Context: an optimization exercise on an open-source flow, tuned for small area, a short achievable clock period and few clock cycles per item. The choices shown serve that exercise and are no tape-out recipe.
For this run, only the layout was checked, not whether the RTL still works.
Power and IR drop assume default switching activity.

--- flow/design.v ---
package dmx_pkg;
    localparam int NUM_PE = 16;
    localparam int LANE_W = 16;
    localparam int CNT_W  = 8;
    localparam int SEL_W  = $clog2(NUM_PE);
    typedef enum logic [2:0] {
        PROC_IDLE = 3'd0,
        PROC_MXV  = 3'd1,
        PROC_MTXV = 3'd2,
        PROC_VXV  = 3'd3
    } proc_e;
    typedef logic [NUM_PE-1:0][LANE_W-1:0] lane_vec_t;
    typedef struct packed {
        proc_e            proc;
        logic [CNT_W-1:0] cnt0;
        logic [CNT_W-1:0] cnt1;
        logic [CNT_W-1:0] cnt2;
    } dmx_cfg_t;
    typedef struct packed {
        logic valid;
        logic last;
        logic bcast;
    } beat_tag_t;
endpackage
module dmx_loop_cnt (
    input  logic     clk,
    input  logic     load_i,
    input  logic     accept_i,
    input  dmx_pkg::dmx_cfg_t lim_i,
    input  logic [2:0] lim_z_i,
    output logic     rep_last_o,
    output logic     beat_last_o,
    output logic [2:0] z_next_o
);
    logic [dmx_pkg::CNT_W-1:0] cnt0, cnt0_n;
    logic [dmx_pkg::CNT_W-1:0] cnt1, cnt1_n;
    logic [dmx_pkg::CNT_W-1:0] cnt2, cnt2_n;
    logic [dmx_pkg::CNT_W-1:0] rld0, rld0_n;
    logic [dmx_pkg::CNT_W-1:0] rld1, rld1_n;
    logic rld0_z, rld0_z_n;
    logic rld1_z, rld1_z_n;
    logic z0, z0_n;
    logic z1, z1_n;
    logic z2, z2_n;
    always_comb begin
        cnt0_n   = cnt0;
        cnt1_n   = cnt1;
        cnt2_n   = cnt2;
        rld0_n   = rld0;
        rld1_n   = rld1;
        rld0_z_n = rld0_z;
        rld1_z_n = rld1_z;
        z0_n     = z0;
        z1_n     = z1;
        z2_n     = z2;
        if (load_i) begin
            cnt0_n   = lim_i.cnt0;
            cnt1_n   = lim_i.cnt1;
            cnt2_n   = lim_i.cnt2;
            rld0_n   = lim_i.cnt0;
            rld1_n   = lim_i.cnt1;
            rld0_z_n = lim_z_i[0];
            rld1_z_n = lim_z_i[1];
            z0_n     = lim_z_i[0];
            z1_n     = lim_z_i[1];
            z2_n     = lim_z_i[2];
        end else if (accept_i) begin
            if (z0) begin
                cnt0_n = rld0;
                z0_n   = rld0_z;
                if (z1) begin
                    cnt1_n = rld1;
                    z1_n   = rld1_z;
                    cnt2_n = cnt2 - 1'b1;
                    z2_n   = (cnt2 == 8'd1);
                end else begin
                    cnt1_n = cnt1 - 1'b1;
                    z1_n   = (cnt1 == 8'd1);
                end
            end else begin
                cnt0_n = cnt0 - 1'b1;
                z0_n   = (cnt0 == 8'd1);
            end
        end
    end
    always_ff @(posedge clk) begin
        cnt0   <= cnt0_n;
        cnt1   <= cnt1_n;
        cnt2   <= cnt2_n;
        rld0   <= rld0_n;
        rld1   <= rld1_n;
        rld0_z <= rld0_z_n;
        rld1_z <= rld1_z_n;
        z0     <= z0_n;
        z1     <= z1_n;
        z2     <= z2_n;
    end
    assign rep_last_o  = z0;
    assign beat_last_o = z0 && z1 && z2;
    assign z_next_o    = {z2_n, z1_n, z0_n};
endmodule
module dmx_ctrl (
    input  logic      clk,
    input  logic      rstn,
    input  logic      cfg_valid_i,
    input  dmx_pkg::dmx_cfg_t  cfg_i,
    output logic      cfg_ready_o,
    input  logic      dram_empty_i,
    input  logic      smem_empty_i,
    input  logic      out_free_i,
    input  logic      ready_i,
    input  logic      valid_i,
    input  logic      rep_last_i,
    input  logic      beat_last_i,
    input  logic [2:0] z_next_i,
    output logic      load_o,
    output logic      accept_o,
    output logic      dram_pop_o,
    output logic      smem_pop_o,
    output logic      bcast_o,
    output dmx_pkg::dmx_cfg_t  nxt_cfg_o,
    output logic [2:0] nxt_z_o
);
    logic     cur_v;
    logic     cur_bc;
    logic     cfg_take;
    logic     cur_v_n;
    logic     dgo;
    logic     last;
    dmx_cfg_rdy u_cfg_rdy (
        .busy_i    (cur_v),
        .last_i    (last),
        .a_empty_i (smem_empty_i),
        .b_empty_i (dram_empty_i),
        .ready_i   (ready_i),
        .valid_i   (valid_i),
        .rdy_o     (cfg_ready_o)
    );
    dmx_cfg_take u_cfg_take (
        .cfg_valid_i (cfg_valid_i),
        .busy_i      (cur_v),
        .last_i      (last),
        .a_empty_i   (smem_empty_i),
        .b_empty_i   (dram_empty_i),
        .ready_i     (ready_i),
        .valid_i     (valid_i),
        .take_o      (cfg_take)
    );
    dmx_pop u_smem_pop (
        .go_i      (cur_v),
        .a_empty_i (smem_empty_i),
        .b_empty_i (dram_empty_i),
        .ready_i   (ready_i),
        .valid_i   (valid_i),
        .pop_o     (smem_pop_o)
    );
    dmx_pop u_dram_pop (
        .go_i      (dgo),
        .a_empty_i (smem_empty_i),
        .b_empty_i (dram_empty_i),
        .ready_i   (ready_i),
        .valid_i   (valid_i),
        .pop_o     (dram_pop_o)
    );
    dmx_accept u_accept (
        .go_i      (cur_v),
        .a_empty_i (smem_empty_i),
        .b_empty_i (dram_empty_i),
        .ready_i   (ready_i),
        .valid_i   (valid_i),
        .accept_o  (accept_o)
    );
    assign load_o = cfg_take && (cfg_i.proc != dmx_pkg::PROC_IDLE);
    always_comb begin
        cur_v_n = cur_v;
        if (cfg_take) begin
            cur_v_n = (cfg_i.proc != dmx_pkg::PROC_IDLE);
        end else if (accept_o && last) begin
            cur_v_n = 1'b0;
        end
    end
    always_ff @(posedge clk) begin
        if (!rstn) begin
            cur_v <= 1'b0;
            dgo   <= 1'b0;
            last  <= 1'b0;
        end else begin
            cur_v <= cur_v_n;
            dgo   <= cur_v_n && z_next_i[0];
            last  <= cur_v_n && (&z_next_i);
        end
    end
    always_ff @(posedge clk) begin
        if (cfg_take) begin
            cur_bc <= (cfg_i.proc == dmx_pkg::PROC_MXV) || (cfg_i.proc == dmx_pkg::PROC_VXV);
        end
    end
    assign bcast_o   = cur_bc;
    assign nxt_cfg_o = cfg_i;
    assign nxt_z_o   = {cfg_i.cnt2 == '0, cfg_i.cnt1 == '0, cfg_i.cnt0 == '0};
endmodule
module dmx_cfg_rdy (
    input  logic busy_i,
    input  logic last_i,
    input  logic a_empty_i,
    input  logic b_empty_i,
    input  logic ready_i,
    input  logic valid_i,
    output logic rdy_o
);
    assign rdy_o = !busy_i
                || (last_i && !a_empty_i && !b_empty_i && (ready_i || !valid_i));
endmodule
module dmx_cfg_take (
    input  logic cfg_valid_i,
    input  logic busy_i,
    input  logic last_i,
    input  logic a_empty_i,
    input  logic b_empty_i,
    input  logic ready_i,
    input  logic valid_i,
    output logic take_o
);
    assign take_o = cfg_valid_i
                 && (!busy_i
                     || (last_i && !a_empty_i && !b_empty_i && (ready_i || !valid_i)));
endmodule
module dmx_pop (
    input  logic go_i,
    input  logic a_empty_i,
    input  logic b_empty_i,
    input  logic ready_i,
    input  logic valid_i,
    output logic pop_o
);
    assign pop_o = go_i && !a_empty_i && !b_empty_i && (ready_i || !valid_i);
endmodule
module dmx_accept (
    input  logic go_i,
    input  logic a_empty_i,
    input  logic b_empty_i,
    input  logic ready_i,
    input  logic valid_i,
    output logic accept_o
);
    assign accept_o = go_i && !a_empty_i && !b_empty_i && (ready_i || !valid_i);
endmodule
module dmx_datapath (
    input  logic             clk,
    input  logic             rstn,
    input  logic             ready_i,
    input  logic             accept_i,
    input  logic             bcast_i,
    input  dmx_pkg::lane_vec_t        dram_data_i,
    input  dmx_pkg::lane_vec_t        smem_data_i,
    input  logic [dmx_pkg::SEL_W-1:0] smem_sel_i,
    output dmx_pkg::lane_vec_t        dout_weight_o,
    output dmx_pkg::lane_vec_t        dout_act_o,
    output logic             valid_o,
    output logic             out_free_o
);
    logic                       valid_q;
    dmx_pkg::lane_vec_t         w_q;
    dmx_pkg::lane_vec_t         a_q;
    logic [dmx_pkg::LANE_W-1:0] bc_lane;
    logic [dmx_pkg::NUM_PE*dmx_pkg::LANE_W-1:0] smem_flat;
    assign smem_flat  = smem_data_i;
    assign bc_lane    = smem_flat[smem_sel_i*dmx_pkg::LANE_W +: dmx_pkg::LANE_W];
    assign out_free_o = !valid_q || ready_i;
    always_ff @(posedge clk) begin
        if (!rstn) begin
            valid_q <= 1'b0;
        end else if (out_free_o) begin
            valid_q <= accept_i;
        end
    end
    logic [dmx_pkg::LANE_W-1:0] ld_bc_lane;
    logic [dmx_pkg::NUM_PE*dmx_pkg::LANE_W-1:0] dram_flat;
    logic [dmx_pkg::NUM_PE*dmx_pkg::LANE_W-1:0] w_flat;
    logic [dmx_pkg::NUM_PE*dmx_pkg::LANE_W-1:0] a_flat;
    assign dram_flat  = dram_data_i;
    assign w_q        = w_flat;
    assign a_q        = a_flat;
    assign ld_bc_lane = bc_lane & {dmx_pkg::LANE_W{out_free_o && bcast_i}};
    for (genvar l = 0; l < dmx_pkg::NUM_PE; l++) begin : g_lane
        dmx_out_lane u_lane (
            .clk     (clk),
            .ready_i (ready_i),
            .valid_i (valid_q),
            .bcast_i (bcast_i),
            .w_i     (dram_flat[l*dmx_pkg::LANE_W +: dmx_pkg::LANE_W]),
            .a_i     (smem_flat[l*dmx_pkg::LANE_W +: dmx_pkg::LANE_W]),
            .bc_i    (ld_bc_lane),
            .w_o     (w_flat[l*dmx_pkg::LANE_W +: dmx_pkg::LANE_W]),
            .a_o     (a_flat[l*dmx_pkg::LANE_W +: dmx_pkg::LANE_W])
        );
    end
    assign dout_weight_o = w_q;
    assign dout_act_o    = a_q;
    assign valid_o       = valid_q;
endmodule
module dmx_out_lane (
    input  logic                       clk,
    input  logic                       ready_i,
    input  logic                       valid_i,
    input  logic                       bcast_i,
    input  logic [dmx_pkg::LANE_W-1:0] w_i,
    input  logic [dmx_pkg::LANE_W-1:0] a_i,
    input  logic [dmx_pkg::LANE_W-1:0] bc_i,
    output logic [dmx_pkg::LANE_W-1:0] w_o,
    output logic [dmx_pkg::LANE_W-1:0] a_o
);
    logic ld;
    logic ld_uni;
    logic hold;
    dmx_lane_ctl u_ctl (
        .ready_i  (ready_i),
        .valid_i  (valid_i),
        .bcast_i  (bcast_i),
        .ld_o     (ld),
        .ld_uni_o (ld_uni),
        .hold_o   (hold)
    );
    dmx_lane_reg u_w (
        .clk    (clk),
        .d_i    (w_i),
        .ld_i   (ld),
        .hold_i (hold),
        .q_o    (w_o)
    );
    dmx_act_reg u_a (
        .clk    (clk),
        .d_i    (a_i),
        .bc_i   (bc_i),
        .ld_i   (ld_uni),
        .hold_i (hold),
        .q_o    (a_o)
    );
endmodule
module dmx_lane_ctl (
    input  logic ready_i,
    input  logic valid_i,
    input  logic bcast_i,
    output logic ld_o,
    output logic ld_uni_o,
    output logic hold_o
);
    assign ld_o     = ready_i || !valid_i;
    assign hold_o   = !ready_i && valid_i;
    assign ld_uni_o = ld_o && !bcast_i;
endmodule
module dmx_lane_reg (
    input  logic                       clk,
    input  logic [dmx_pkg::LANE_W-1:0] d_i,
    input  logic                       ld_i,
    input  logic                       hold_i,
    output logic [dmx_pkg::LANE_W-1:0] q_o
);
    always_ff @(posedge clk) begin
        q_o <= (d_i & {dmx_pkg::LANE_W{ld_i}}) | (q_o & {dmx_pkg::LANE_W{hold_i}});
    end
endmodule
module dmx_act_reg (
    input  logic                       clk,
    input  logic [dmx_pkg::LANE_W-1:0] d_i,
    input  logic [dmx_pkg::LANE_W-1:0] bc_i,
    input  logic                       ld_i,
    input  logic                       hold_i,
    output logic [dmx_pkg::LANE_W-1:0] q_o
);
    always_ff @(posedge clk) begin
        q_o <= (d_i & {dmx_pkg::LANE_W{ld_i}}) | (q_o & {dmx_pkg::LANE_W{hold_i}}) | bc_i;
    end
endmodule
module ipm_dmx (
    input  logic             clk,
    input  logic             rstn,
    input  logic             cfg_valid_i,
    input  dmx_pkg::dmx_cfg_t         cfg_i,
    output logic             cfg_ready_o,
    input  dmx_pkg::lane_vec_t        dram_data_i,
    input  logic             dram_empty_i,
    output logic             dram_pop_o,
    input  dmx_pkg::lane_vec_t        smem_data_i,
    input  logic [dmx_pkg::SEL_W-1:0] smem_sel_i,
    input  logic             smem_empty_i,
    output logic             smem_pop_o,
    output dmx_pkg::lane_vec_t        dout_weight_o,
    output dmx_pkg::lane_vec_t        dout_act_o,
    output logic             valid_o,
    input  logic             ready_i
);
    logic      accept;
    logic      load;
    logic      rep_last;
    logic      beat_last;
    logic [2:0] z_next;
    logic      out_free;
    logic      bcast;
    dmx_pkg::dmx_cfg_t  nxt_cfg;
    logic [2:0] nxt_z;
    dmx_ctrl u_ctrl (
        .clk          (clk),
        .rstn         (rstn),
        .cfg_valid_i  (cfg_valid_i),
        .cfg_i        (cfg_i),
        .cfg_ready_o  (cfg_ready_o),
        .dram_empty_i (dram_empty_i),
        .smem_empty_i (smem_empty_i),
        .out_free_i   (out_free),
        .ready_i      (ready_i),
        .valid_i      (valid_o),
        .rep_last_i   (rep_last),
        .beat_last_i  (beat_last),
        .z_next_i     (z_next),
        .load_o       (load),
        .accept_o     (accept),
        .dram_pop_o   (dram_pop_o),
        .smem_pop_o   (smem_pop_o),
        .bcast_o      (bcast),
        .nxt_cfg_o    (nxt_cfg),
        .nxt_z_o      (nxt_z)
    );
    dmx_loop_cnt u_loop_cnt (
        .clk         (clk),
        .load_i      (load),
        .accept_i    (accept),
        .lim_i       (nxt_cfg),
        .lim_z_i     (nxt_z),
        .rep_last_o  (rep_last),
        .beat_last_o (beat_last),
        .z_next_o    (z_next)
    );
    dmx_datapath u_datapath (
        .clk           (clk),
        .rstn          (rstn),
        .ready_i       (ready_i),
        .accept_i      (accept),
        .bcast_i       (bcast),
        .dram_data_i   (dram_data_i),
        .smem_data_i   (smem_data_i),
        .smem_sel_i    (smem_sel_i),
        .dout_weight_o (dout_weight_o),
        .dout_act_o    (dout_act_o),
        .valid_o       (valid_o),
        .out_free_o    (out_free)
    );
endmodule
--- flow/flow/run.sh ---
#!/bin/bash
# Standard layout (the standard.sh, unchanged synthesis), with the port
# buffers made from the smallest buffer instead of the resizer's default pick.
set -o pipefail
bash standard.sh BUFFER_PORTS_ARGS="-buffer_cell sky130_fd_sc_hd__buf_1" finish > standard.log 2>&1
--- flow/standard.sh ---
#!/bin/bash
# synth_recipe.tcl (not shown) runs the flow's synth.tcl, then flattens the netlist and writes it again
# the make line also repeats each setting of config.mk as NAME=value (left out here)
make -C /OpenROAD-flow-scripts/flow DESIGN_CONFIG=/design/flow/config.mk WORK_HOME=/design/flow/orfs CLKGATE_MAP_FILE= SYNTH_SCRIPT=/design/flow/synth_recipe.tcl "${@:-finish}"
--- flow/config.mk ---
export PLATFORM = sky130hd
export DESIGN_NAME = ipm_dmx
export DESIGN_NICKNAME = ipm_dmx
export VERILOG_FILES = /design/flow/design.v
export SDC_FILE = /design/flow/constraint.sdc
export NUM_CORES = 4
export LEC_CHECK = 0
export ABC_CLOCK_PERIOD_IN_PS = 2400
export CAP_MARGIN = 20
export CORE_AREA = 5 5 325 325
export CTS_CLUSTER_DIAMETER = 100
export CTS_CLUSTER_SIZE = 24
export DIE_AREA = 0 0 330 330
export SETUP_SLACK_MARGIN = 2.4
export SLEW_MARGIN = 20
export SYNTH_HIERARCHICAL = 1
export SYNTH_MINIMUM_KEEP_SIZE = 0
--- flow/constraint.sdc ---
create_clock -name core_clock -period 5.0 [get_ports {clk}]
set_input_delay 1.0000 -clock core_clock [delete_from_list [all_inputs] [get_ports {clk}]]
set_output_delay 1.0000 -clock core_clock [all_outputs]
set_load 0.01 [all_outputs]
==> run summary <==
- Status: complete, no violations
- Routed Antenna Nets: 0
- WL final: 128 mm
- Max_cap viols: 0
- First-pass GRT wire length: 164 mm
- Pre-CTS worst setup slack: 1.01 ns
- Slew Viols, Final: 0
- Largest net degree at the start of global routing: 37
- Die width: 330 um
- Hold endpoint: u_datapath.g_lane[4].u_lane.u_w.q_o[15]
- Final worst slack: 2.32 ns
- Post-layout util: 27.5%
- Top Family by Delay on Critical Path: buffers and inverters
- CP Cell Sequence: clkbuf_16, buf_12, nor2b_4, o41ai_2, buf_2
- Slew headroom: 37.8%
- Met1 usage: 26.4%
- Die area: 0.109 sq mm
- R2R Path End: u_datapath.g_lane[0].u_lane.u_a.q_o[0]
- Global routing's busiest layer: met2
- Vias per cell: 5.01
- GR Util met3: 8.07%
- H-tree depth: 2
- Initial DRC Count: 2,320
- Reg2reg start: u_datapath.valid_q
- Worst skew pair latency: 0.62 ns
- Switching portion of total power: 31.7%
- Worst slew pin tran: 0.933 ns
- WP data arrival: 1.68 ns
- Clock share of power: 32.1%
- Maximum clock frequency: 373 MHz
- Critical Path Source Type: input port
- Via Count: 20,134
- Cell Area, Synth: 0.0221 sq mm
- Core ar.: 0.102 sq mm
- Reg2reg setup slack: 2.43 ns
- Clock-pin slew on the worst setup and hold paths: 0.07 ns
- Hold_sp: u_datapath.g_lane[4].u_lane.u_w.q_o[15]
- DRC: 0
- Gr ovfl total: 0
- Clock buffer depth: 3
- Mean Syn Cell Area: 13.6 sq um
- Int Pwr: 7.46 mW
- Slowest cell on crit path: o41ai_2
- Crit path required time: 4.00 ns
- GR Layer Usage met2: 34.9%
- Post-detail-place hpwl: 99.4 mm
- Post-Syn Instances: 1,621
- Non-Filler Instances: 4,016
- HP Class: reg2reg
- Skew final: 0.0242 ns
- Layout area overhead: 26.6%
- Final period util: 53.7%
- Initial Util: 21.7%
- TritonCTS Buffers: 37
- Drt pass-1 iters: 7
- Seq pwr share: 49.0%
- Worst VDD drop: 254 uV
- CTS tree: done
- Setup-failing EPs final: 0
- RSZ-0062 raised after global routing: yes
- # rows: 117
- Clock sink total: 562
- CP Capture Type: output port
- Total power: 10.9 mW
- Setup crit start: ready_i
- Reg2reg path depth: 8
- Leak pwr: 10.1 nW
- TNS Setup: 0 ns
- GP Congestion: 0.965
- P_sw: 3.47 mW
- Layout cells sized above 1: 13.4%
- Wire per inst: 31.8 um
- Root Driver: clkbuf_16
- Pwr dens: 390 mW/mm^2
- Overall Global Routing Usage: 21.5%
- Initial antenna violation count: 84
- Number of synthesis warnings: 11
- Max incr delay on CP: 0.22 ns
- Final cell area excluding filler cells: 0.0280 sq mm
- Die height: 330 um
- Final Hold Fails: 0
- Number of global-route vias before repair: 18,824
- Post-DP Area: 0.0261 sq mm
- CP Class: in2out
- Post-route minimum period: 2.68 ns
- Synthesized netlist net count: 2,176
- Comb pwr share: 19.0%
- Hold Path Cell Cnt: 1
- Fin Hold WS: 0.468 ns
- Port bufs: 1,064
- Bufs and invs on worst path: 3
- IO Pins: 1,065
- Dpl cells: 3,906
- Nets: 3,156
- Crit-path max FO: 5
==> placed cells by master, fill, tap and decap left out, types with 5 or more instances in the layout <==
cell type	n
buf_12	5
a21oi_1	9
a221o_2	91
diode_2	27
o22ai_1	15
inv_4	12
edfxtp_1	43
mux4_2	56
nand2b_4	16
o21ai_1	6
buf_4	44
nand2_1	31
dfxtp_1	517
nor2_1	12
a221o_1	179
o21ai_0	14
a22o_1	256
mux4_1	8
a221o_4	6
o31ai_1	5
or4_1	8
clkbuf_16	42
nor2_2	14
buf_1	1056
nand2b_1	6
buf_2	5
xor2_1	7
xnor2_1	5
inv_1	46
ha_1	6
==> worst max-delay path by stage <==
stage | endpoint | slack, ns | cells past startpoint
after floorplan | u_loop_cnt.cnt0[6] | 2.14 | 6
after global placement | u_datapath.g_lane[5].u_lane.u_a.q_o[0] | 1.03 | 6
after detailed placement | u_datapath.g_lane[0].u_lane.u_a.q_o[2] | 1.01 | 6
after CTS | cfg_ready_o | 2.31 | 4
after global routing | cfg_ready_o | 2.28 | 5
final | cfg_ready_o | 2.32 | 5
==> power groups by stage <==
| stage | clock (mW) | sequential (mW) | combinational (mW) |
|---|---|---|---|
| after CTS | 3.61 | 5.34 | 2.06 |
| after detailed placement | 0 | 5.43 | 2.00 |
| after global routing | 3.74 | 5.39 | 2.20 |
| after global placement | 0 | 5.44 | 1.99 |
| final | 3.50 | 5.35 | 2.07 |
| after floorplan | 0 | 5.56 | 0.894 |
==> state kept, by name, summed over array words and instances, names as in the netlist, 8 cells and up <==
signal	count
u_loop_cnt.cnt1	8
u_loop_cnt.rld0	8
u_loop_cnt.cnt2	8
u_loop_cnt.rld1	8
u_loop_cnt.cnt0	8
u_datapath.g_lane.u_lane.u_a.q_o	256
u_datapath.g_lane.u_lane.u_w.q_o	256
==> final cells by class <==
cell class | count | area [sq um]
fillers | 10878 | 73700
flip-flops and latches | 562 | 11700
multi-input cells | 818 | 8380
repair buffers | 1119 | 4590
well taps | 1368 | 1710
clock buffers | 45 | 1020
inverters | 63 | 273
clock inverters | 14 | 272
diodes | 27 | 67.6
==> timing repair <==
action | 4_1_cts | 5_1_grt
cloned | 3 | 3
setup endpoints to repair | 273 | 172
buffers inserted | 16 | 2
pin swaps | 3 | 1
hold buffers | 0 | 0
resized for setup | 49 | 9
==> metal layers <==
metal,vias to the layer above,routed length (um)
met4,16,3720
met2,1414,59700
met3,254,15000
li1,8485,-
met5,-,302
met1,9965,49000

[re-timing with driven ports]
How much do the figures lean on ideal ports? The routed layout below was timed once more, with nothing changed but the port constraints. Step 1: set_driving_cell puts a clkbuf_16 on clk and a buf_2 on each other input, an assumption about the parent block. Step 2 moves the port delays by t, midway between the first and last clock arrival at a register: inputs arrive t later, outputs are due t later. That takes back most of the time a late clock gives input paths. a / b / c = ideal / step 1 / step 2; a / b = the first two.
t (ns): 0.687
slack for setup (ns): 2.316 / 2.221 / 1.652
worst setup path after step 2: input to register
worst register clock-pin slew, ns: 0.10 / 0.10
pins driven straight from the clock port: 1
After both steps this run still meets setup and hold. For this run, drivers alone change the setup slack by -0.095 ns; drivers and shift together by -0.664 ns.
